This is an optimization exercise on Yosys and OpenROAD, whose aim is small area, not a production implementation. Only simulation tests tie the RTL to the original design; equivalence was not proved.

## flow/design.v (module list and top-level ports; edited modules follow where they fit)
// module sample_router: 23 lines
// module frame_lane: 72 lines
// module frame_arbiter: 89 lines
// module win_mul: 537 lines
// module speech_fe_top: 78 lines
// module pre_emph: 218 lines
module speech_fe_top (
    input  logic                        clk,
    input  logic                        rst_n,
    input  logic                        in_valid,
    input  logic [$clog2(4)+15:0] in_data,
    output logic                        out_valid,
    output logic [$clog2(4)+$clog2(32)+16:0] out_data,
    output logic [4-1:0]     overrun
);
  // ...
==> flow/run.sh <==
#!/bin/bash
# synth_recipe.tcl (not shown) runs the flow's synth.tcl, then flattens the netlist and writes it again
# the make line also repeats each setting of config.mk as NAME=value (left out here)
make -C /OpenROAD-flow-scripts/flow DESIGN_CONFIG=/design/flow/config.mk WORK_HOME=/design/flow/orfs CLKGATE_MAP_FILE= SYNTH_SCRIPT=/design/flow/synth_recipe.tcl finish
==> flow/config.mk <==
export PLATFORM = sky130hd
export DESIGN_NAME = speech_fe_top
export DESIGN_NICKNAME = speech_fe_top
export VERILOG_FILES = /design/flow/design.v
export SDC_FILE = /design/flow/constraint.sdc
export NUM_CORES = 4
export LEC_CHECK = 0
export CAP_MARGIN = 20
export CORE_MARGIN = 2
export CORE_UTILIZATION = 50
export CTS_CLUSTER_DIAMETER = 100
export CTS_CLUSTER_SIZE = 30
export PLACE_DENSITY = 0.62
export SLEW_MARGIN = 20
==> flow/constraint.sdc <==
create_clock -name core_clock -period 12.5 [get_ports {clk}]
set_input_delay 2.5000 -clock core_clock [delete_from_list [all_inputs] [get_ports {clk}]]
set_output_delay 2.5000 -clock core_clock [all_outputs]
set_load 0.01 [all_outputs]
==> results.py, run 1 <==
metrics = {
    "synthesis": {
        "synth-compound-area-share": 0.121,
        "ys.flop_type": "edfxtp_1",
        "synth_area_leaders": "edfxtp_1 76%, a22oi_1 7.5%, fa_1 1.5%, a22o_1 1.3%, ha_1 1.2%",
        "yosysSeqAreaShare": 0.774,
        "synth_most_common_cell": "edfxtp_1",
        "synth_simple_gate_area_frac": 0.0469,
        "synth.avg_cell_area_um2": 17.0,
        "synth_edf_count": 4168,
        "ys_seq_elements": 4265,
        "synthMuxAreaShare": 0.00296,
        "synth_top_family_by_area": "compound AO/OA/AOI/OAI gates",
        "syn-num-nets": 10006,
        "synth.top_cells.by_count": "4168 x edfxtp_1, 1650 x a22oi_1, 418 x clkbuf_1, 405 x nand2_1, 367 x nor2_1",
        "synthArstFlopShare": 0.00985,
        "ys_warn_count": 8,
        "netlist_area_um2": 165000,
    },
    "die": {
        "core.rowCount": 210,
        "start_util": 0.502,
        "ios": 50,
        "die-height_um": 578,
    },
    "run_status": {
        "error_line": "[ERROR GRT-0228] Horizontal edge usage exceeds the maximum allowed. (28, 16) usage=65535 limit=3200",
        "lastStage": "global routing (5_1_grt)",
        "run_status": "stopped before the end",
    },
    "placement": {
        "portBuffers": 49,
        "pre_cts_ws_ns": 3.08,
        "dpl_cell_area_um2": 180000,
        "gp_congestion": 1.25,
    },
    "clock_network": {
        "cts_made_buffers": 171,
        "root_buffer": "clkbuf_16",
        "cts-hold-fix-buffers": 0,
        "post_cts_resized": 0,
        "cts_max_level": 4,
        "cts_setup_buffers": 0,
        "clock_path_buffers": 4,
    },
    "global_routing": {
        "antenna_found_initial": 362,
    },
}
==> module frame_lane, before the edit <==
module frame_lane (
    input  logic                clk,
    input  logic                rst_n,
    input  logic                wr,
    input  logic signed [15:0]  wr_y,
    input  logic                rd_busy,      
    input  logic                grant,        
    input  logic                rd_sel,       
    input  logic [4:0]          rd_k,         
    output logic [15:0]         rd_y,         
    output logic                prev_valid,   
    output logic                frame_ready,
    output logic                overrun
);
    logic [15:0] ring [0:63];
    logic [5:0]  rd_addr;
    logic [15:0] rd_terms [0:63];
    logic [5:0] wr_ptr;
    logic [1:0] base_blk;
    logic       first_done;
    logic       frame_done;
    logic       accept;
    assign frame_done = wr && (wr_ptr[3:0] == 4'hF) && (first_done || wr_ptr[4]);
    assign accept     = frame_done && !frame_ready && !rd_busy;
    assign prev_valid = (wr_ptr != '0) || first_done;
    always_ff @(posedge clk or negedge rst_n) begin
        if (!rst_n) begin
            wr_ptr     <= '0;
            first_done <= 1'b0;
        end else if (wr) begin
            wr_ptr <= wr_ptr + 1'b1;
            if (frame_done) begin
                first_done <= 1'b1;
            end
        end
    end
    for (genvar e = 0; e < 64; e++) begin : g_ent
        always_ff @(posedge clk) begin
            if (wr && (wr_ptr == 6'(e))) begin
                ring[e] <= wr_y;
            end
        end
        assign rd_terms[e] = ring[e] & {16{rd_sel && (rd_addr == 6'(e))}};
    end
    always_ff @(posedge clk) begin
        if (accept) begin
            base_blk <= wr_ptr[5:4] - 2'd1;
        end
    end
    always_ff @(posedge clk or negedge rst_n) begin
        if (!rst_n) begin
            frame_ready <= 1'b0;
            overrun     <= 1'b0;
        end else begin
            if (accept) begin
                frame_ready <= 1'b1;
            end else if (grant) begin
                frame_ready <= 1'b0;
            end
            if (frame_done && (frame_ready || rd_busy)) begin
                overrun <= 1'b1;
            end
        end
    end
    assign rd_addr = {base_blk + {1'b0, rd_k[4]}, rd_k[3:0]};
    always_comb begin
        rd_y = '0;
        for (int e = 0; e < 64; e++) begin
            rd_y = rd_y | rd_terms[e];
        end
    end
endmodule
==> module frame_arbiter, before the edit <==
module frame_arbiter #(
    localparam int N     = 4,
    localparam int CH_W  = $clog2(4),
    localparam int IDX_W = $clog2(32)
) (
    input  logic                    clk,
    input  logic                    rst_n,
    input  logic [N-1:0]            frame_ready,
    output logic [N-1:0]            grant,
    output logic [N-1:0]            rd_busy,
    output logic [N-1:0]            rd_sel,
    output logic [IDX_W-1:0]        rd_k,
    input  logic [N*16-1:0]         rd_y,
    output logic                    out_valid,
    output logic [CH_W+IDX_W+16:0]  out_data
);
    logic                   g;           
    logic                   rd_valid;    
    logic [CH_W-1:0]        cur;
    logic [IDX_W-1:0]       cnt;         
    logic [CH_W-1:0]        pick;
    logic                   found;
    logic                   busy;
    logic                   start;
    logic [15:0]            ysel;
    logic signed [15:0]     yreg;
    logic [15:0]            prod;
    logic [15:0]            osample;
    always_comb begin
        pick  = cur;
        found = 1'b0;
        for (int i = 1; i <= N; i++) begin
            if (!found && frame_ready[CH_W'(int'(cur) + i)]) begin
                pick  = CH_W'(int'(cur) + i);
                found = 1'b1;
            end
        end
    end
    assign busy  = g || rd_valid;
    assign start = !busy && found;
    always_ff @(posedge clk or negedge rst_n) begin
        if (!rst_n) begin
            g         <= 1'b0;
            rd_valid  <= 1'b0;
            cur       <= CH_W'(N - 1);
            out_valid <= 1'b0;
        end else begin
            g         <= start;
            out_valid <= rd_valid;
            if (start) begin
                cur <= pick;
            end
            if (rd_valid && (cnt == IDX_W'(32 - 1))) begin
                rd_valid <= 1'b0;
            end else if (g) begin
                rd_valid <= 1'b1;
            end
        end
    end
    always_ff @(posedge clk) begin
        if (start) begin
            cnt <= IDX_W'(32 - 1);
        end else if (busy) begin
            cnt <= cnt + 1'b1;
        end
    end
    for (genvar i = 0; i < N; i++) begin : g_sel
        assign grant[i]   = g && (cur == CH_W'(i));
        assign rd_busy[i] = rd_valid && (cur == CH_W'(i));
        assign rd_sel[i]  = (cur == CH_W'(i));
    end
    assign rd_k = cnt + 1'b1;
    win_mul u_mul (
        .k (cnt),
        .y (yreg),
        .o (prod)
    );
    always_comb begin
        ysel = '0;
        for (int i = 0; i < N; i++) begin
            ysel = ysel | rd_y[i*16 +: 16];
        end
    end
    always_ff @(posedge clk) begin
        yreg    <= ysel;
        osample <= prod;
    end
    assign out_data = {cur, cnt - 1'b1, cnt == '0, osample};
endmodule
==> module speech_fe_top, before the edit <==
module speech_fe_top (
    input  logic                        clk,
    input  logic                        rst_n,
    input  logic                        in_valid,
    input  logic [$clog2(4)+15:0] in_data,
    output logic                        out_valid,
    output logic [$clog2(4)+$clog2(32)+16:0] out_data,
    output logic [4-1:0]     overrun
);
    localparam int N     = 4;
    localparam int CH_W  = $clog2(4);
    localparam int IDX_W = $clog2(32);
    logic                 wr_valid;
    logic [CH_W-1:0]      wr_chan;
    logic signed [15:0]   wr_sample;
    logic [N-1:0]         lane_wr;
    logic [N-1:0]         frame_ready;
    logic [N-1:0]         prev_valid;
    logic [N-1:0]         grant;
    logic [N-1:0]         rd_busy;
    logic [N-1:0]         rd_sel;
    logic [IDX_W-1:0]     rd_k;
    logic [N*16-1:0]      rd_y;
    logic signed [15:0]   prev [0:N-1];
    logic signed [15:0]   xp;
    logic signed [15:0]   pe_out;
    sample_router u_router (
        .clk       (clk),
        .rst_n     (rst_n),
        .in_valid  (in_valid),
        .in_data   (in_data),
        .wr_valid  (wr_valid),
        .wr_chan   (wr_chan),
        .wr_sample (wr_sample)
    );
    for (genvar i = 0; i < N; i++) begin : g_wr
        assign lane_wr[i] = wr_valid && (wr_chan == CH_W'(i));
        always_ff @(posedge clk) begin
            if (lane_wr[i]) begin
                prev[i] <= wr_sample;
            end
        end
    end
    assign xp = prev_valid[wr_chan] ? prev[wr_chan] : '0;
    pre_emph u_pre (
        .x  (wr_sample),
        .xp (xp),
        .y  (pe_out)
    );
    for (genvar i = 0; i < N; i++) begin : g_lane
        frame_lane u_lane (
            .clk         (clk),
            .rst_n       (rst_n),
            .wr          (lane_wr[i]),
            .wr_y        (pe_out),
            .rd_busy     (rd_busy[i]),
            .rd_sel      (rd_sel[i]),
            .grant       (grant[i]),
            .rd_k        (rd_k),
            .rd_y        (rd_y[i*16 +: 16]),
            .prev_valid  (prev_valid[i]),
            .frame_ready (frame_ready[i]),
            .overrun     (overrun[i])
        );
    end
    frame_arbiter u_arbiter (
        .clk         (clk),
        .rst_n       (rst_n),
        .frame_ready (frame_ready),
        .grant       (grant),
        .rd_busy     (rd_busy),
        .rd_sel      (rd_sel),
        .rd_k        (rd_k),
        .rd_y        (rd_y),
        .out_valid   (out_valid),
        .out_data    (out_data)
    );
endmodule
==> run 2, diff against run 1 <==
--- a/flow/design.v
+++ b/flow/design.v
@@ -87,5 +87,4 @@
     input  logic                grant,        
-    input  logic                rd_sel,       
-    input  logic [4:0]          rd_k,         
-    output logic [15:0]         rd_y,         
+    output logic [1023:0]       ring_q,       
+    output logic [1:0]          base_blk,     
     output logic                prev_valid,   
@@ -95,6 +94,3 @@
     logic [15:0] ring [0:63];
-    logic [5:0]  rd_addr;
-    logic [15:0] rd_terms [0:63];
     logic [5:0] wr_ptr;
-    logic [1:0] base_blk;
     logic       first_done;
@@ -122,3 +118,3 @@
         end
-        assign rd_terms[e] = ring[e] & {16{rd_sel && (rd_addr == 6'(e))}};
+        assign ring_q[e*16 +: 16] = ring[e];
     end
@@ -144,9 +140,2 @@
     end
-    assign rd_addr = {base_blk + {1'b0, rd_k[4]}, rd_k[3:0]};
-    always_comb begin
-        rd_y = '0;
-        for (int e = 0; e < 64; e++) begin
-            rd_y = rd_y | rd_terms[e];
-        end
-    end
 endmodule
@@ -164,5 +153,4 @@
     output logic [N-1:0]            rd_busy,
-    output logic [N-1:0]            rd_sel,
-    output logic [IDX_W-1:0]        rd_k,
-    input  logic [N*16-1:0]         rd_y,
+    input  logic [N*1024-1:0]       ring_q,      
+    input  logic [N*2-1:0]          base_blk,
     output logic                    out_valid,
@@ -179,2 +167,5 @@
     logic [15:0]            ysel;
+    logic [IDX_W-1:0]       rd_k;
+    logic [7:0]             rd_addr;
+    logic [255:0]           rd_sel;
     logic signed [15:0]     yreg;
@@ -223,3 +214,2 @@
         assign rd_busy[i] = rd_valid && (cur == CH_W'(i));
-        assign rd_sel[i]  = (cur == CH_W'(i));
     end
@@ -231,8 +221,43 @@
     );
-    always_comb begin
-        ysel = '0;
-        for (int i = 0; i < N; i++) begin
-            ysel = ysel | rd_y[i*16 +: 16];
+    assign rd_addr = {cur, base_blk[cur*2 +: 2] + {1'b0, rd_k[4]}, rd_k[3:0]};
+    for (genvar e = 0; e < 256; e++) begin : g_rdsel
+        assign rd_sel[e] = (rd_addr == 8'(e));
+    end
+    logic [15:0] or0 [0:85];
+    logic [15:0] or1 [0:21];
+    logic [15:0] or2 [0:5];
+    logic [15:0] or3 [0:1];
+    for (genvar q = 0; q < 86; q++) begin : g_or0
+        always_comb begin
+            or0[q] = '0;
+            for (int j = 0; j < 3; j++) begin
+                if (3*q + j < 256) begin
+                    or0[q] = or0[q] | (ring_q[(3*q+j)*16 +: 16] & {16{rd_sel[3*q+j]}});
+                end
+            end
+        end
+    end
+    for (genvar q = 0; q < 22; q++) begin : g_or1
+        always_comb begin
+            or1[q] = '0;
+            for (int j = 0; j < 4; j++) begin
+                if (4*q + j < 86) begin
+                    or1[q] = or1[q] | or0[4*q+j];
+                end
+            end
+        end
+    end
+    for (genvar q = 0; q < 6; q++) begin : g_or2
+        always_comb begin
+            or2[q] = '0;
+            for (int j = 0; j < 4; j++) begin
+                if (4*q + j < 22) begin
+                    or2[q] = or2[q] | or1[4*q+j];
+                end
+            end
         end
     end
+    assign or3[0] = or2[0] | or2[1] | or2[2] | or2[3];
+    assign or3[1] = or2[4] | or2[5];
+    assign ysel   = or3[0] | or3[1];
     always_ff @(posedge clk) begin
@@ -802,5 +827,4 @@
     logic [N-1:0]         rd_busy;
-    logic [N-1:0]         rd_sel;
-    logic [IDX_W-1:0]     rd_k;
-    logic [N*16-1:0]      rd_y;
+    logic [N*1024-1:0]    ring_q;
+    logic [N*2-1:0]       base_blk;
     logic signed [15:0]   prev [0:N-1];
@@ -838,6 +862,5 @@
             .rd_busy     (rd_busy[i]),
-            .rd_sel      (rd_sel[i]),
             .grant       (grant[i]),
-            .rd_k        (rd_k),
-            .rd_y        (rd_y[i*16 +: 16]),
+            .ring_q      (ring_q[i*1024 +: 1024]),
+            .base_blk    (base_blk[i*2 +: 2]),
             .prev_valid  (prev_valid[i]),
@@ -853,5 +876,4 @@
         .rd_busy     (rd_busy),
-        .rd_sel      (rd_sel),
-        .rd_k        (rd_k),
-        .rd_y        (rd_y),
+        .ring_q      (ring_q),
+        .base_blk    (base_blk),
         .out_valid   (out_valid),
==> flow/flow/run.sh (new file) <==
#!/bin/bash
# Own layout flow: the standard layout (standard.sh) with two changes.
#  1. Synthesis maps the logic with an area-recovering ABC script
#     (flow/abc.script: &dch then &nf with area recovery, no buffering or
#     sizing; placement repairs fanout and slew as usual). Only the ABC
#     script differs: the rest of synthesis, and so the registers and their
#     names, are the standard ones.
#  2. Clock tree synthesis uses larger sink clusters (fewer leaf buffers).
#     If an attempt fails, the next one is tried with default clustering.
# Each attempt's make output goes to flow_<attempt>_<step>.log here; ORFS's
# own per-step logs stay under orfs/logs (failed attempts under orfs_<attempt>).
set -uo pipefail
here=$(pwd)

rm -rf "$here/abc_scripts"
cp -r "$FLOW_HOME/scripts" "$here/abc_scripts"
cp "$here/flow/abc.script" "$here/abc_scripts/abc_speed.script"

attempt() {
  local name=$1; shift
  rm -rf "$here/orfs"
  if bash "$here/standard.sh" SCRIPTS_DIR="$here/abc_scripts" synth \
       > "$here/flow_${name}_synth.log" 2>&1 &&
     bash "$here/standard.sh" "$@" finish \
       > "$here/flow_${name}_finish.log" 2>&1 &&
     [[ -s "$here/out/final.def" ]]; then
    return 0
  fi
  mv "$here/orfs" "$here/orfs_${name}" 2>/dev/null
  rm -f "$here/out/final.def"
  return 1
}

attempt a CTS_CLUSTER_SIZE=30 CTS_CLUSTER_DIAMETER=100 ||
  attempt b CTS_CLUSTER_SIZE=24 CTS_CLUSTER_DIAMETER=80 ||
  attempt c
==> flow/flow/abc.script (new file) <==
&get -n
&st
&dch
&nf -R 1000
&put
==> flow/standard.sh (new file) <==
#!/bin/bash
# synth_recipe.tcl (not shown) runs the flow's synth.tcl, then flattens the netlist and writes it again
# the make line also repeats each setting of config.mk as NAME=value (left out here)
make -C /OpenROAD-flow-scripts/flow DESIGN_CONFIG=/design/flow/config.mk WORK_HOME=/design/flow/orfs CLKGATE_MAP_FILE= SYNTH_SCRIPT=/design/flow/synth_recipe.tcl "${@:-finish}"
--- a/flow/config.mk
+++ b/flow/config.mk
@@ -10,5 +10,4 @@
 export CORE_UTILIZATION = 50
-export CTS_CLUSTER_DIAMETER = 100
-export CTS_CLUSTER_SIZE = 30
 export PLACE_DENSITY = 0.62
 export SLEW_MARGIN = 20
+export SYNTH_HIERARCHICAL = 1
removed: flow/run.sh
==> run 2 against run 1 <==
Against the previous run:
- now clean on timing, DRC and antenna
- area after synthesis is 4.3% lower
- synthesized cell count fell by 16%
==> results.py, run 2 <==
metrics = {
    "drt": {
        "firstDrtPassIters": 13,
        "first_iter_violations": 20142,
        "vias_per_cell": 6.89,
        "drt-total-wl_um": 455000,
        "post_drt_wl_per_cell_um": 34.5,
        "ant_nets": 0,
        "vias": 90935,
        "drc": 0,
    },
    "worst_setup_path": {
        "crit_path_frequent_cell": "clkinv_1",
        "worstSetupPathType": "reg -> reg",
        "crit_family": "compound AO/OA/AOI/OAI gates",
        "arrival_ns": 9.65,
        "crit_path_end_kind": "flop",
        "cp_max_fo": 217,
        "start_kind": "flop",
        "slowest_delay_ns": 0.88,
        "critPathBufInv": 8,
        "slowest_stage": "o21ai_4",
        "crit_required_ns": 13.02,
    },
    "synthesis": {
        "synth.avg_cell_area_um2": 19.3,
        "synth_area_leaders": "edfxtp_1 80%, a222oi_1 8.8%, fa_1 1.5%, nand4_1 1.5%, nor2_1 1.4%",
        "yosysSeqAreaShare": 0.809,
        "synth_xor_area_frac": 0.0111,
        "ys.flop_type": "edfxtp_1",
        "synth-adder-area-share": 0.0279,
        "syn-num-nets": 8471,
        "synth-compound-area-share": 0.103,
        "netlist_area_um2": 157000,
        "yosysUniqueCellTypes": 45,
        "synth.top_cells.by_count": "4168 x edfxtp_1, 1377 x a222oi_1, 585 x nor2_1, 372 x nand4_1, 266 x nand2_1",
        "synthArstFlopShare": 0.00985,
        "synth.largest_area_cell": "edfxtp_1",
        "synth_top_family_by_area": "compound AO/OA/AOI/OAI gates",
        "synth_edf_count": 4168,
        "synth_simple_gate_area_frac": 0.0437,
        "ys_seq_elements": 4265,
        "synth_most_common_cell": "edfxtp_1",
        "synthMuxAreaShare": 0.000691,
        "ys_warn_count": 17,
        "syn_inst": 8172,
        "synth_top_area_frac": 0.795,
    },
    "clock_network": {
        "post_cts_resized": 0,
        "root_buffer": "clkbuf_16",
        "cts_made_buffers": 167,
        "clk_latency_ns": 0.95,
        "cts_tree": "done",
        "clock-sinks": 4265,
        "clock_path_buffers": 4,
        "cts_setup_buffers": 0,
        "clk_pin_slew_ns": 0.12,
        "cts_max_level": 4,
        "cts-hold-fix-buffers": 0,
    },
    "die": {
        "die_x_um": 565,
        "coreArea_um2": 314000,
        "core.rowCount": 206,
        "die-height_um": 565,
        "start_util": 0.501,
        "die_area_um2": 319000,
        "ios": 50,
    },
    "layout": {
        "layout_common_cells": "4168 x edfxtp_1, 1377 x a222oi_1, 535 x buf_4",
        "reg.largest.list": "g_lane.u_lane.ring x4096, prev x64, g_lane.u_lane.wr_ptr x24",
        "regMostFlops": "g_lane.u_lane.ring",
        "syn2layout_area_growth_pct": 10.1,
        "largest_register_ffs": 4096,
        "final_nets": 9245,
        "drive_above_1_share": 0.107,
        "layout_commonest_cell": "edfxtp_1",
    },
    "sta": {
        "hold_viol": 0,
        "worstMarginPinSlew_ns": 1.27,
        "maxSlewHeadroom": 0.155,
        "fmax_ghz": 0.110,
        "period_minus_slack_ns": 9.12,
        "period_share": 0.730,
        "tns_ns": 0,
        "drv_slew": 0,
        "grt_setup_unrepaired": "false",
        "setup_viol": 0,
        "finClkSkew_ns": 0.0671,
    },
    "placement": {
        "gp_congestion": 0.903,
        "dp_hpwl_um": 278000,
        "portBuffers": 49,
    },
    "run_status": {
        "run_status": "no timing/DRC/antenna violations",
    },
    "global_routing": {
        "grt_pass1_vias": 85568,
        "track_usage": 0.279,
        "grt_pass1_wl_um": 637000,
        "antenna_found_initial": 16,
        "grt_max_degree": 221,
        "grt_overflow": 0,
    },
    "hold_path": {
        "min_path_type": "reg -> reg",
    },
    "run": {
        "drv_cap": 0,
    },
}
[run 2: cell types whose count changed after synthesis, sizes merged, moves of 122 or more]
cell / delta
nand4: +137
nand2: -139
clkbuf: -418
inv: -241
a22o: -223
a22oi: -1542
nor3: -150
a222oi: +1320
nor2: +217
a211oi: -122
clkinv: +217
[run 2: final timing paths]
| path | depth (start not counted) | startpoint | endpoint | slack (ns) |
|---|---|---|---|---|
| setup reg to reg | 26 | g_lane[1].u_lane.wr_ptr[4] | g_lane[1].u_lane.ring[42][11] | 3.38 |
| setup / recovery | 26 | g_lane[1].u_lane.wr_ptr[4] | g_lane[1].u_lane.ring[42][11] | 3.38 |
| min in group asynchronous | 2 | rst_n | u_router.wr_valid | 1.77 |
| hold / removal | 1 | g_lane[2].u_lane.first_done | g_lane[2].u_lane.first_done | 0.51 |
| max in group asynchronous | 2 | rst_n | g_lane[3].u_lane.wr_ptr[0] | 10.02 |
| hold reg to reg | 1 | g_lane[2].u_lane.first_done | g_lane[2].u_lane.first_done | 0.51 |
[run 2: per-module statistics from Yosys (local to each module, per instance)]
module,flops+latches,cell area (um2)
win_mul,0,6240
pre_emph,0,2840
sample_router,19,385
frame_lane,1035,31600
frame_arbiter,42,19200
speech_fe_top,64,2290
[run 2: routing by layer]
layer | up-vias | share of wire | global-route usage
met1 | 46896 | 0.39 | 0.407
met3 | 597 | 0.12 | 0.0530
met4 | 14 | 0.037 | 0.0923
li1 | 37516 | - | -
met2 | 5912 | 0.45 | 0.425
met5 | - | 0.00024 | 0
[run 2: metrics by stage]
stage / worst slack, ns / util / hold WS, ns / instance area [um2] / std cells
floorplan: -0.936 / - / 0.443 / 157000 / 8172
global placement: 3.53 / 0.535 / 0.466 / 168000 / 12929
detailed placement: 3.52 / 0.536 / 0.476 / 168000 / 12933
CTS: 3.42 / 0.551 / 0.507 / 173000 / 13181
global route: 2.96 / 0.552 / 0.530 / 173000 / 13189
finish: 3.38 / 0.552 / 0.505 / 173000 / 13194
[run 2: area by class of cell]
class                      instances  area (um2)
fill                           23720      141000
tap                             4160        5200
antenna                            9        22.5
timing repair buffer             608        5030
multi-input combinational       3687       30100
inverter                         217         822
sequential                      4265      127000
clock buffer                     231        4500
clock inverter                    17         318
[run 2: kinds of logic after synthesis]
kind of cell | after synthesis
DFF | 4265
adders and majority gates | 280
AOI/OAI and AO/OA | 1759
muxes | 8
xor gates and xnor gates | 199
buffers and inverters | 220
and+or+nand+nor | 1441
==> run 3, diff against run 2 <==
--- a/flow/config.mk
+++ b/flow/config.mk
@@ -9,4 +9,4 @@
 export CORE_MARGIN = 2
-export CORE_UTILIZATION = 50
-export PLACE_DENSITY = 0.62
+export CORE_UTILIZATION = 56
+export PLACE_DENSITY = 0.68
 export SLEW_MARGIN = 20
==> run 3 against run 2 <==
Against the previous run:
- still clean
- fmax decreased by 0.22%
- clock-buffer cell count grew 20
- design area is 0.53% lower
- synthesized cell count stayed put
- utilization rose by 6.5 points
- non-clock buffer count fell by 21
- sequential share of layout area increased by 0.39 points
- routed wire length decreased by 3.4%
- critical endpoint is now g_lane[2].u_lane.ring[15][11]
==> results.py, run 3 <==
metrics = {
    "drt": {
        "post_drt_wl_per_cell_um": 34.4,
        "vias": 91343,
        "drt-total-wl_um": 440000,
        "ant_nets": 0,
        "firstDrtPassIters": 13,
        "first_iter_violations": 21179,
        "vias_per_cell": 7.16,
        "drc": 0,
    },
    "global_routing": {
        "grt_overflow": 0,
        "track_usage": 0.302,
        "grt_pass1_wl_um": 623000,
        "grt_max_degree": 216,
        "grt_pass1_vias": 86259,
        "antenna_found_initial": 23,
    },
    "synthesis": {
        "syn-num-nets": 8471,
        "synth.avg_cell_area_um2": 19.3,
        "synth_edf_count": 4168,
        "yosysUniqueCellTypes": 45,
        "netlist_area_um2": 157000,
        "synth.largest_area_cell": "edfxtp_1",
        "syn_inst": 8172,
        "synthArstFlopShare": 0.00985,
        "synth_area_leaders": "edfxtp_1 80%, a222oi_1 8.8%, fa_1 1.5%, nand4_1 1.5%, nor2_1 1.4%",
        "yosysSeqAreaShare": 0.809,
        "ys.flop_type": "edfxtp_1",
        "synth_most_common_cell": "edfxtp_1",
        "synth.top_cells.by_count": "4168 x edfxtp_1, 1377 x a222oi_1, 585 x nor2_1, 372 x nand4_1, 266 x nand2_1",
        "ys_seq_elements": 4265,
        "ys_warn_count": 17,
        "synth_top_area_frac": 0.795,
    },
    "die": {
        "ios": 50,
        "start_util": 0.563,
        "core.rowCount": 194,
        "die-height_um": 534,
        "die_area_um2": 285000,
        "die_x_um": 534,
        "coreArea_um2": 279000,
    },
    "layout": {
        "layout_commonest_cell": "edfxtp_1",
        "final_nets": 9225,
        "fin_area_um2": 172000,
        "drive_above_1_share": 0.102,
        "regMostFlops": "g_lane.u_lane.ring",
        "layout_common_cells": "4168 x edfxtp_1, 1377 x a222oi_1, 521 x buf_4",
        "largest_register_ffs": 4096,
        "syn2layout_area_growth_pct": 9.51,
        "reg.largest.list": "g_lane.u_lane.ring x4096, prev x64, g_lane.u_lane.wr_ptr x24",
    },
    "clock_network": {
        "cts_max_level": 4,
        "root_buffer": "clkbuf_16",
        "clock-sinks": 4265,
        "cts_made_buffers": 168,
        "cts_tree": "done",
        "clock_path_buffers": 4,
        "post_cts_resized": 0,
        "cts-hold-fix-buffers": 0,
        "clk_latency_ns": 0.93,
        "clk_pin_slew_ns": 0.11,
        "cts_setup_buffers": 0,
    },
    "worst_setup_path": {
        "slowest_delay_ns": 0.80,
        "arrival_ns": 9.65,
        "crit_path_end_kind": "flop",
        "crit_required_ns": 13.01,
        "cp_max_fo": 165,
        "start_kind": "flop",
        "worstSetupPathType": "reg -> reg",
        "slowest_stage": "o21ai_4",
        "crit_path_frequent_cell": "clkinv_1",
    },
    "sta": {
        "fmax_ghz": 0.109,
        "grt_setup_unrepaired": "false",
        "hold_viol": 0,
        "finClkSkew_ns": 0.0619,
        "maxSlewHeadroom": 0.101,
        "period_share": 0.731,
        "drv_slew": 0,
        "period_minus_slack_ns": 9.14,
        "setup_viol": 0,
        "worstMarginPinSlew_ns": 1.35,
    },
    "run": {
        "drv_cap": 0,
    },
    "placement": {
        "dpl_cell_area_um2": 167000,
        "portBuffers": 49,
        "gp_congestion": 0.902,
        "dp_hpwl_um": 274000,
    },
    "run_status": {
        "run_status": "no timing/DRC/antenna violations",
    },
    "hold_path": {
        "min_path_type": "reg -> reg",
    },
}
run 3: cell count changes in the layout (fill, tap and decap cells not counted), sizes merged:
cell      previous run  this run
buf                560       539
clkbuf             231       251
diode                9        18
bufinv               4         0
clkinv             223       222
clkinvlp             0         1
run 3: final cells by class:
type                            count  area (um2)
Antenna cell                       18        45.0
Clock buffer                      251        4580
Clock inverter                     13         221
Fill cell                       19410      107000
Inverter                          217         822
Multi-Input combinational cell   3687       30000
Sequential cell                  4265      127000
Tap cell                         3724        4660
Timing Repair Buffer              587        4730
run 3: worst max-delay path: cells and delay by family (launching register included):
kind                     cells  cell delay [ns]
adder cells (fa/ha/maj)      5             1.70
XOR/XNOR                     2             0.75
AND/OR/NAND/NOR              4             1.30
AO/OA/AOI/OAI                8             2.53
buffers and inverters        8             1.33
flip-flops                   1             0.50
run 3: through the flow:
| step | setup TNS, ns | hold slack [ns] | util | worst slack [ns] | std cells |
|---|---|---|---|---|---|
| after detailed placement | 0 | 0.480 | 0.599 | 3.39 | 12479 |
| after floorplan | -3592.79 | 0.443 | - | -0.936 | 8172 |
| after global routing | 0 | 0.539 | 0.617 | 2.90 | 12750 |
| after global placement | 0 | 0.470 | 0.599 | 3.55 | 12477 |
| final | 0 | 0.507 | 0.617 | 3.36 | 12762 |
| after CTS | 0 | 0.505 | 0.617 | 3.35 | 12743 |
run 3: logic make-up after synthesis:
family | after synthesis | share of synthesized area
buffers and inverters | 220 | 0.00532
flip-flops | 4265 | 0.809
multiplexers | 8 | 0.000691
AND/OR/NAND/NOR | 1441 | 0.0437
AO/OA/AOI/OAI | 1759 | 0.103
adder cells (fa/ha/maj) | 280 | 0.0279
XOR/XNOR | 199 | 0.0111
run 3: path summary, 6_finish.rpt:
kind	startpoint	endpoint	slack, ns	cells after the start
max	g_lane[1].u_lane.wr_ptr[2]	g_lane[2].u_lane.ring[15][11]	3.36	27
min	g_lane[1].u_lane.first_done	g_lane[1].u_lane.first_done	0.51	1
max reg2reg	g_lane[1].u_lane.wr_ptr[2]	g_lane[2].u_lane.ring[15][11]	3.36	27
min reg2reg	g_lane[1].u_lane.first_done	g_lane[1].u_lane.first_done	0.51	1
max in group asynchronous	rst_n	u_router.wr_valid	10.21	1
min in group asynchronous	rst_n	g_lane[1].u_lane.wr_ptr[3]	1.67	1
run 3: routing by layer:
| metal | vias up | wire (um) | global-route usage |
|---|---|---|---|
| met5 | - | 54 | 0 |
| met4 | 8 | 18400 | 0.113 |
| met3 | 704 | 55300 | 0.0558 |
| met2 | 6605 | 203000 | 0.465 |
| met1 | 46528 | 162000 | 0.435 |
| li1 | 37498 | - | - |
run 3: modules after synthesis (local to each module, per instance):
| module | cells inside | copies in the design | area (um2) |
|---|---|---|---|
| win_mul | 765 | 1 | 6240 |
| frame_arbiter | 2262 | 1 | 19200 |
| frame_lane | 1155 | 4 | 31600 |
| sample_router | 19 | 1 | 385 |
| speech_fe_top | 122 | 1 | 2290 |
| pre_emph | 384 | 1 | 2840 |
==> run 4, diff against run 3 <==
==> flow/flow/run.sh (replaced) <==
#!/bin/bash
# Own layout flow: the standard layout (standard.sh) with three changes.
#  1. Synthesis maps the logic with an area-recovering ABC script
#     (flow/abc.script: &dch then &nf with area recovery, no buffering or
#     sizing; placement repairs fanout and slew as usual). Only the ABC
#     script differs: the rest of synthesis, and so the registers and their
#     names, are the standard ones.
#  2. The constraints get a max-fanout design rule (flow/fanout.sdc appended
#     to the standard flow's constraint.sdc; clock, delays and loads unchanged), so the
#     resizer splits the very wide nets (the ring's write-data bus) into
#     smaller buffered nets that route cleanly.
#  3. Clock tree synthesis uses larger sink clusters (fewer leaf buffers).
#     If an attempt fails, the next one is tried with smaller clusters.
# Each attempt's make output goes to flow_<attempt>_<step>.log here; ORFS's
# own per-step logs stay under orfs/logs (failed attempts under orfs_<attempt>).
set -uo pipefail
here=$(pwd)

rm -rf "$here/abc_scripts"
cp -r "$FLOW_HOME/scripts" "$here/abc_scripts"
cp "$here/flow/abc.script" "$here/abc_scripts/abc_speed.script"
cat "$here/constraint.sdc" "$here/flow/fanout.sdc" > "$here/layout.sdc"

attempt() {
  local name=$1; shift
  rm -rf "$here/orfs"
  if bash "$here/standard.sh" SCRIPTS_DIR="$here/abc_scripts" SDC_FILE="$here/layout.sdc" synth \
       > "$here/flow_${name}_synth.log" 2>&1 &&
     bash "$here/standard.sh" SDC_FILE="$here/layout.sdc" "$@" finish \
       > "$here/flow_${name}_finish.log" 2>&1 &&
     [[ -s "$here/out/final.def" ]]; then
    return 0
  fi
  mv "$here/orfs" "$here/orfs_${name}" 2>/dev/null
  rm -f "$here/out/final.def"
  return 1
}

attempt a CTS_CLUSTER_SIZE=24 CTS_CLUSTER_DIAMETER=70 ||
  attempt b CTS_CLUSTER_SIZE=20 CTS_CLUSTER_DIAMETER=60 ||
  attempt c
==> flow/flow/fanout.sdc (new file) <==
set_max_fanout 24 [current_design]
--- a/flow/config.mk
+++ b/flow/config.mk
@@ -9,4 +9,4 @@
 export CORE_MARGIN = 2
-export CORE_UTILIZATION = 56
-export PLACE_DENSITY = 0.68
+export CORE_UTILIZATION = 50
+export PLACE_DENSITY = 0.62
 export SLEW_MARGIN = 20
==> run 4 against run 3 <==
Against the previous run:
- critical path type unchanged
- sequential share of layout area shrank 1.5 points
- routed wire length grew 13%
- synthesized cell count is the same
- largest cell class unchanged
- setup slack lost 0.037 ns
- still clean on timing, DRC and antenna
==> results.py, run 4 <==
metrics = {
    "sta": {
        "finClkSkew_ns": 0.0834,
        "setup_viol": 0,
        "period_minus_slack_ns": 9.18,
        "hold_viol": 0,
        "worstMarginPinSlew_ns": 1.24,
        "grt_setup_unrepaired": "false",
        "maxSlewHeadroom": 0.168,
        "period_share": 0.734,
        "tns_ns": 0,
        "drv_slew": 0,
        "fmax_ghz": 0.109,
    },
    "worst_setup_path": {
        "slowest_delay_ns": 0.67,
        "start_kind": "flop",
        "crit_path_end_kind": "flop",
        "crit_family": "buffers and inverters",
        "crit_required_ns": 13.28,
        "critPathBufInv": 12,
        "crit_path_frequent_cell": "buf_4",
        "slowest_stage": "nand2_1",
        "arrival_ns": 9.96,
        "worstSetupPathType": "reg -> reg",
        "cp_max_fo": 23,
    },
    "layout": {
        "layout_common_cells": "4168 x edfxtp_1, 1377 x a222oi_1, 691 x buf_4",
        "regMostFlops": "g_lane.u_lane.ring",
        "reg.largest.list": "g_lane.u_lane.ring x4096, prev x64, g_lane.u_lane.wr_ptr x24",
        "largest_register_ffs": 4096,
        "syn2layout_area_growth_pct": 11.7,
        "final_nets": 9433,
        "drive_above_1_share": 0.141,
        "utilization": 0.560,
        "layout_commonest_cell": "edfxtp_1",
    },
    "clock_network": {
        "clk_pin_slew_ns": 0.09,
        "cts_setup_buffers": 0,
        "clk_latency_ns": 0.98,
        "clock-sinks": 4265,
        "clock_path_buffers": 4,
        "post_cts_resized": 0,
        "cts-hold-fix-buffers": 0,
        "cts_max_level": 4,
        "cts_tree": "done",
        "root_buffer": "clkbuf_16",
        "cts_made_buffers": 212,
    },
    "synthesis": {
        "synth_edf_count": 4168,
        "synth_most_common_cell": "edfxtp_1",
        "synth_area_leaders": "edfxtp_1 80%, a222oi_1 8.8%, fa_1 1.5%, nand4_1 1.5%, nor2_1 1.4%",
        "synthArstFlopShare": 0.00985,
        "yosysUniqueCellTypes": 45,
        "syn-num-nets": 8471,
        "synth_top_area_frac": 0.795,
        "synth.avg_cell_area_um2": 19.3,
        "yosysSeqAreaShare": 0.809,
        "synth.largest_area_cell": "edfxtp_1",
        "ys_warn_count": 17,
        "syn_inst": 8172,
        "ys_seq_elements": 4265,
        "netlist_area_um2": 157000,
        "ys.flop_type": "edfxtp_1",
        "synth.top_cells.by_count": "4168 x edfxtp_1, 1377 x a222oi_1, 585 x nor2_1, 372 x nand4_1, 266 x nand2_1",
    },
    "placement": {
        "dp_hpwl_um": 308000,
        "portBuffers": 49,
        "gp_congestion": 0.903,
    },
    "global_routing": {
        "antenna_found_initial": 21,
        "grt_pass1_vias": 90437,
        "grt_max_degree": 26,
        "track_usage": 0.306,
        "grt_overflow": 0,
        "grt_pass1_wl_um": 689000,
    },
    "drt": {
        "drt-total-wl_um": 497000,
        "drc": 0,
        "vias_per_cell": 7.06,
        "first_iter_violations": 21713,
        "ant_nets": 0,
        "vias": 94664,
        "firstDrtPassIters": 11,
        "post_drt_wl_per_cell_um": 37.0,
    },
    "die": {
        "die_x_um": 565,
        "coreArea_um2": 314000,
        "start_util": 0.501,
        "core.rowCount": 206,
        "die-height_um": 565,
        "ios": 50,
        "die_area_um2": 319000,
    },
    "run_status": {
        "run_status": "no timing/DRC/antenna violations",
    },
    "run": {
        "drv_cap": 0,
    },
    "hold_path": {
        "min_path_type": "reg -> reg",
    },
}
run 4: cell type report:
class	instances	area, um2
Timing Repair Buffer	751	5820
Tap cell	4160	5200
Sequential cell	4265	127000
Fill cell	23640	138000
Inverter	217	815
Clock inverter	50	644
Clock buffer	281	5660
Multi-Input combinational cell	3687	30400
Antenna cell	6	15.0
run 4: worst register-to-register path: cells and delay by family, from the launching register on:
kind	cells	cell delay, ns
AOI/OAI and AO/OA	8	2.16
and+or+nand+nor	5	1.84
adders and majority gates	5	1.74
xor gates and xnor gates	1	0.39
buffers and inverters	12	2.39
DFF	1	0.48
run 4: final timing paths:
path	cells after the start	start	slack [ns]	endpoint
worst max-delay path	31	g_lane[1].u_lane.wr_ptr[2]	3.32	g_lane[2].u_lane.ring[56][10]
worst min-delay path	1	g_lane[1].u_lane.first_done	0.49	g_lane[1].u_lane.first_done
worst max register to register	31	g_lane[1].u_lane.wr_ptr[2]	3.32	g_lane[2].u_lane.ring[56][10]
worst min register to register	1	g_lane[1].u_lane.first_done	0.49	g_lane[1].u_lane.first_done
max in group asynchronous	3	rst_n	9.63	u_arbiter.cur[0]
min in group asynchronous	2	rst_n	1.99	u_router.wr_valid
run 4: Yosys stat by module (local to each module, per instance):
module	area, um2	flops+latches
pre_emph	2840	0
sample_router	385	19
frame_arbiter	19200	42
frame_lane	31600	1035
speech_fe_top	2290	64
win_mul	6240	0
run 4: kinds of logic (layout without fill, tap and decap cells):
family,Yosys count,count (layout),share of synthesized area
AOI/OAI and AO/OA,1759,1759,0.103
buffers and inverters,220,1299,0.00532
other,0,6,0
muxes,8,8,0.000691
adders and majority gates,280,280,0.0279
DFF,4265,4265,0.809
xor gates and xnor gates,199,199,0.0111
and+or+nand+nor,1441,1441,0.0437
run 4: per-layer routing:
metal,track usage,up-vias,share of wire,routed length (um)
met5,0,-,0.00018,88
met4,0.124,12,0.047,23100
met3,0.0713,950,0.14,68200
met2,0.471,7318,0.46,226000
met1,0.422,48387,0.36,179000
li1,-,37997,-,-
run 4: per-stage QoR:
| step | setup WS, ns | hold slack [ns] | std cells | instance area [um2] |
|---|---|---|---|---|
| global placement | 3.42 | 0.472 | 13069 | 169000 |
| global route | 2.68 | 0.513 | 13412 | 176000 |
| detailed placement | 3.51 | 0.472 | 13076 | 169000 |
| finish | 3.32 | 0.493 | 13417 | 176000 |
| CTS | 3.42 | 0.496 | 13407 | 176000 |
| floorplan | -0.936 | 0.443 | 8172 | 157000 |

## re-timing with driven ports
How much do the figures lean on ideal ports? The routed layouts below were timed once more, with nothing changed but the port constraints.
Step 1 sets driving cells, clkbuf_16 on the clock port and buf_2 on the other inputs (assumed; they add their load-dependent delay and slew).
Step 2, shift: input delay + t, output delay - t, t = (earliest + latest rising clock arrival at the registers) / 2. This alone moves slack from input paths to output paths.
a / b / c = no drivers / after step 1 / after step 2; a / b = the first two.
run	shift t [ns]	slack for setup (ns)	clock arrival spread, ns	worst register clock-pin slew, ns	worst data-port slew with drivers (ns)
run 2	1.018	3.376 / 3.376 / 3.376	0.068 / 0.068	0.12 / 0.12	0.03
run 3	0.990	3.356 / 3.356 / 3.356	0.067 / 0.068	0.12 / 0.12	0.16
run 4	1.040	3.319 / 3.319 / 3.319	0.089 / 0.089	0.10 / 0.10	0.06
After both steps setup and hold are still met in every run listed.
